From an optimization exercise on the open Yosys and OpenROAD flow, aimed at small area and a short achievable clock period; shortcuts taken in it are not production practice. No activity file was given, so power comes from the tool's default toggle rates.

==> flow/design.v <==
package i2c_slave_pkg;
    localparam int unsigned ADDR_W = 7;
    typedef logic [7:0] byte_t;
endpackage
module i2c_byte_fifo (
    input  logic         clk,
    input  logic         rst_n,
    input  logic         wr_en_i,
    input  logic [7:0]   wdata_i,
    input  logic         rd_en_i,
    input  logic         flush_i,
    output logic [7:0]   rdata_o,
    output logic         rvalid_o,
    output logic [8:0]   count_o,
    output logic         empty_o,
    output logic         full_o,
    output logic         ovf_o,
    output logic         udf_o
);
    logic [7:0]    wptr_q, wptr_d;           
    logic [7:0]    fptr_q, fptr_d;           
    logic [31:0]   fcol_q, fcol_d;           
    logic [7:0]    frow_q, frow_d;           
    logic          fetch_q, fetch_d;         
    logic [63:0]   part_q, part_d;           
    logic [7:0]    prow_q;                   
    logic [1:0]    qn_q, qn_d;               
    logic [7:0]    q0_q, q1_q, q2_q, q0_d, q1_d, q2_d;
    logic [8:0]    count_q, count_d;
    logic          empty_q, empty_d, full;
    logic [7:0]    rdata_q, rdata_d;
    logic          rvalid_q, ovf_q, ovf_d, udf_q, udf_d;
    logic [2047:0] mem_q;
    logic       push, pop, cnt_is1, ram_nz, bypass, to_ram, issue;
    logic [1:0] qa, qb;
    logic [7:0] fbyte;
    assign full    = count_q[8];
    assign cnt_is1 = (count_q == 9'd1);
    assign pop     = rd_en_i & ~empty_q & ~flush_i;
    assign push    = wr_en_i & (~full | pop) & ~flush_i;
    assign ram_nz = (wptr_q != fptr_q);
    assign qa     = qn_q - {1'b0, pop};
    assign qb     = qa + {1'b0, fetch_q};
    assign bypass = push & ~ram_nz & (qb != 2'd3);
    assign to_ram = push & ~bypass;
    assign issue  = ram_nz & (qb != 2'd3);
    always_comb begin
        fbyte = '0;
        for (int r = 0; r < 8; r++) begin
            fbyte = fbyte | (part_q[r*8 +: 8] & {8{prow_q[r]}});
        end
    end
    always_comb begin
        logic [7:0] grp;
        for (int r = 0; r < 8; r++) begin
            grp = '0;
            for (int c = 0; c < 32; c++) begin
                grp = grp | (mem_q[(32*r+c)*8 +: 8] & {8{fcol_q[c]}});
            end
            part_d[r*8 +: 8] = grp;
        end
    end
    always_comb begin
        logic [7:0] k0, k1, k2, nx0, nx1;
        k0 = pop ? q1_q : q0_q;
        k1 = pop ? q2_q : q1_q;
        k2 = q2_q;
        nx0 = fetch_q ? fbyte : wdata_i;
        nx1 = wdata_i;
        case (qa)
            2'd0: begin q0_d = nx0; q1_d = nx1; q2_d = q2_q; end
            2'd1: begin q0_d = k0;  q1_d = nx0; q2_d = nx1;  end
            2'd2: begin q0_d = k0;  q1_d = k1;  q2_d = nx0;  end
            default: begin q0_d = k0; q1_d = k1; q2_d = k2; end
        endcase
    end
    always_comb begin
        wptr_d  = wptr_q;
        fptr_d  = fptr_q;
        fcol_d  = fcol_q;
        frow_d  = frow_q;
        fetch_d = 1'b0;
        qn_d    = qn_q;
        count_d = count_q;
        empty_d = empty_q;
        ovf_d   = ovf_q;
        udf_d   = udf_q;
        if (flush_i) begin
            wptr_d  = '0;
            fptr_d  = '0;
            fcol_d  = 32'd1;
            frow_d  = 8'd1;
            qn_d    = '0;
            count_d = '0;
            empty_d = 1'b1;
            ovf_d   = 1'b0;
            udf_d   = 1'b0;
        end else begin
            qn_d = qb + {1'b0, bypass};
            if (to_ram) wptr_d = wptr_q + 8'd1;
            if (issue) begin
                fetch_d = 1'b1;
                fptr_d  = fptr_q + 8'd1;
                fcol_d  = {fcol_q[30:0], fcol_q[31]};
                if (fcol_q[31]) frow_d = {frow_q[6:0], frow_q[7]};
            end
            if (push && !pop) begin
                count_d = count_q + 9'd1;
                empty_d = 1'b0;
            end else if (pop && !push) begin
                count_d = count_q - 9'd1;
                empty_d = cnt_is1;
            end
            if (rd_en_i && empty_q) udf_d = 1'b1;
            if (wr_en_i && !push)   ovf_d = 1'b1;
        end
    end
    assign rdata_d = pop ? q0_q : rdata_q;
    always_ff @(posedge clk or negedge rst_n) begin
        if (!rst_n) begin
            wptr_q   <= '0;
            fptr_q   <= '0;
            fcol_q   <= 32'd1;
            frow_q   <= 8'd1;
            fetch_q  <= 1'b0;
            qn_q     <= '0;
            count_q  <= '0;
            empty_q  <= 1'b1;
            rdata_q  <= '0;
            rvalid_q <= 1'b0;
            ovf_q    <= 1'b0;
            udf_q    <= 1'b0;
        end else begin
            wptr_q   <= wptr_d;
            fptr_q   <= fptr_d;
            fcol_q   <= fcol_d;
            frow_q   <= frow_d;
            fetch_q  <= fetch_d;
            qn_q     <= qn_d;
            count_q  <= count_d;
            empty_q  <= empty_d;
            rdata_q  <= rdata_d;
            rvalid_q <= pop;
            ovf_q    <= ovf_d;
            udf_q    <= udf_d;
        end
    end
    always_ff @(posedge clk) begin
        part_q <= part_d;
        prow_q <= frow_q;
        q0_q   <= q0_d;
        q1_q   <= q1_d;
        q2_q   <= q2_d;
    end
    always_ff @(posedge clk) begin
        for (int i = 0; i < 256; i++) begin
            if (wptr_q == 8'(i)) mem_q[i*8 +: 8] <= wdata_i;
        end
    end
    assign rdata_o  = rdata_q;
    assign rvalid_o = rvalid_q;
    assign count_o  = count_q;
    assign empty_o  = empty_q;
    assign full_o   = full;
    assign ovf_o    = ovf_q;
    assign udf_o    = udf_q;
endmodule
module i2c_slave_intf
#(
    parameter int unsigned G_SLAVE_I2C_FIFO_WIDTH = 256,
    parameter logic [6:0]  G_SLAVE_ADDR_RST       = 7'h00,
    localparam int unsigned W                     = $clog2(G_SLAVE_I2C_FIFO_WIDTH)
) (
    input  logic         clk,
    input  logic         rst_n,
    input  logic         addr_wr_i,
    input  logic [6:0]   addr_wdata_i,
    output logic [6:0]   slave_addr_o,
    input  logic         rx_wr_en_i,
    input  logic [7:0]   rx_wdata_i,
    input  logic         rx_rd_en_i,
    output logic [7:0]   rx_rdata_o,
    output logic         rx_rvalid_o,
    input  logic         rx_flush_i,
    output logic [W:0]   rx_count_o,
    output logic         rx_empty_o,
    output logic         rx_full_o,
    output logic         rx_ovf_o,
    output logic         rx_udf_o,
    input  logic         tx_wr_en_i,
    input  logic [7:0]   tx_wdata_i,
    input  logic         tx_rd_en_i,
    output logic [7:0]   tx_rdata_o,
    output logic         tx_rvalid_o,
    input  logic         tx_flush_i,
    output logic [W:0]   tx_count_o,
    output logic         tx_empty_o,
    output logic         tx_full_o,
    output logic         tx_ovf_o,
    output logic         tx_udf_o
);
    logic [6:0] slave_addr_q;
    always_ff @(posedge clk or negedge rst_n) begin
        if (!rst_n) begin
            slave_addr_q <= G_SLAVE_ADDR_RST;
        end else if (addr_wr_i) begin
            slave_addr_q <= addr_wdata_i;
        end
    end
    assign slave_addr_o = slave_addr_q;
    i2c_byte_fifo u_rx_fifo (
        .clk      (clk),
        .rst_n    (rst_n),
        .wr_en_i  (rx_wr_en_i),
        .wdata_i  (rx_wdata_i),
        .rd_en_i  (rx_rd_en_i),
        .flush_i  (rx_flush_i),
        .rdata_o  (rx_rdata_o),
        .rvalid_o (rx_rvalid_o),
        .count_o  (rx_count_o),
        .empty_o  (rx_empty_o),
        .full_o   (rx_full_o),
        .ovf_o    (rx_ovf_o),
        .udf_o    (rx_udf_o)
    );
    i2c_byte_fifo u_tx_fifo (
        .clk      (clk),
        .rst_n    (rst_n),
        .wr_en_i  (tx_wr_en_i),
        .wdata_i  (tx_wdata_i),
        .rd_en_i  (tx_rd_en_i),
        .flush_i  (tx_flush_i),
        .rdata_o  (tx_rdata_o),
        .rvalid_o (tx_rvalid_o),
        .count_o  (tx_count_o),
        .empty_o  (tx_empty_o),
        .full_o   (tx_full_o),
        .ovf_o    (tx_ovf_o),
        .udf_o    (tx_udf_o)
    );
endmodule
Settings: LEC_CHECK=0, CAP_MARGIN=20, CORE_MARGIN=2, CORE_UTILIZATION=60, CTS_CLUSTER_DIAMETER=120, CTS_CLUSTER_SIZE=28, PLACE_DENSITY=0.72, SETUP_SLACK_MARGIN=3.0, SLEW_MARGIN=20; clock period 5.5 ns.
run.sh (not shown) runs the stock make flow with config.mk's settings and CLKGATE_MAP_FILE= SYNTH_SCRIPT=/design/flow/synth_recipe.tcl, a recipe that flattens the netlist after the stock synthesis.
Next try:
--- a/flow/design.v
+++ b/flow/design.v
@@ -28,25 +28,27 @@
     logic [7:0]    q0_q, q1_q, q2_q, q0_d, q1_d, q2_d;
     logic [8:0]    count_q, count_d;
     logic          empty_q, empty_d, full;
     logic [7:0]    rdata_q, rdata_d;
     logic          rvalid_q, ovf_q, ovf_d, udf_q, udf_d;
     logic [2047:0] mem_q;
-    logic       push, pop, cnt_is1, ram_nz, bypass, to_ram, issue;
-    logic [1:0] qa, qb;
+    logic       push, pop, cnt_is1, ram_nz, bypass, to_ram, issue, full3, room;
+    logic [1:0] qa, qnf;
     logic [7:0] fbyte;
     assign full    = count_q[8];
     assign cnt_is1 = (count_q == 9'd1);
     assign pop     = rd_en_i & ~empty_q & ~flush_i;
     assign push    = wr_en_i & (~full | pop) & ~flush_i;
     assign ram_nz = (wptr_q != fptr_q);
+    assign qnf    = qn_q + {1'b0, fetch_q};
+    assign full3  = (qnf == 2'd3);
+    assign room   = ~full3 | pop;
     assign qa     = qn_q - {1'b0, pop};
-    assign qb     = qa + {1'b0, fetch_q};
-    assign bypass = push & ~ram_nz & (qb != 2'd3);
-    assign to_ram = push & ~bypass;
-    assign issue  = ram_nz & (qb != 2'd3);
+    assign bypass = push & ~ram_nz & room;
+    assign to_ram = push & (ram_nz | ~room);
+    assign issue  = ram_nz & room;
     always_comb begin
         fbyte = '0;
         for (int r = 0; r < 8; r++) begin
             fbyte = fbyte | (part_q[r*8 +: 8] & {8{prow_q[r]}});
         end
     end
@@ -93,13 +95,13 @@
             qn_d    = '0;
             count_d = '0;
             empty_d = 1'b1;
             ovf_d   = 1'b0;
             udf_d   = 1'b0;
         end else begin
-            qn_d = qb + {1'b0, bypass};
+            qn_d = qnf - {1'b0, pop} + {1'b0, bypass};
             if (to_ram) wptr_d = wptr_q + 8'd1;
             if (issue) begin
                 fetch_d = 1'b1;
                 fptr_d  = fptr_q + 8'd1;
                 fcol_d  = {fcol_q[30:0], fcol_q[31]};
                 if (fcol_q[31]) frow_d = {frow_q[6:0], frow_q[7]};
What happened: The changed run completed with no timing, DRC or antenna violations; sequential power stays flat; design area falls by 1.1%; synthesized area barely changes; worst setup slack is worse by 0.31 ns; worst hold slack is worse by 0.17 ns; routed wire length rises by 1.5%; synthesized cell count is about the same; global-route usage rises by 0.94 points.
Function was not checked in any run of this note: the RTL went through the layout flow alone.

==> port drivers added, routing unchanged <==
The results above use ideal ports. As a check the final layouts listed here were re-extracted and re-timed, cells and wires unchanged.
Step 1 sets driving cells, clkbuf_16 on the clock port and buf_2 on the other inputs (assumed; they add their load-dependent delay and slew).
Step 2 adds t to the input delays and takes it off the output delays; t is the mean of the earliest and latest rising clock arrival at the registers after step 1. Input paths then give back, and output paths get back, about the clock's delay inside the block.
Three values: ideal, step 1, step 2; two values: the first two.
| run | shift t [ns] | setup slack, ns | hold slack, ns | slew at the worst register clock pin (ns) | worst data-port slew with drivers (ns) | pins driven straight from the clock port |
|---|---|---|---|---|---|---|
| the first run | 1.021 | 2.627 / 2.621 / 1.776 | 0.206 / 0.188 / 0.443 | 0.12 / 0.12 | 0.08 | 1 |
| the second run | 1.008 | 2.317 / 2.317 / 2.188 | 0.032 / -0.022 / 0.399 | 0.12 / 0.12 | 0.06 | 1 |
After both steps setup and hold are still met in every run listed. The setup slack of the first run, which loses most, moves by -0.006 ns with the drivers and by -0.851 ns with both steps.
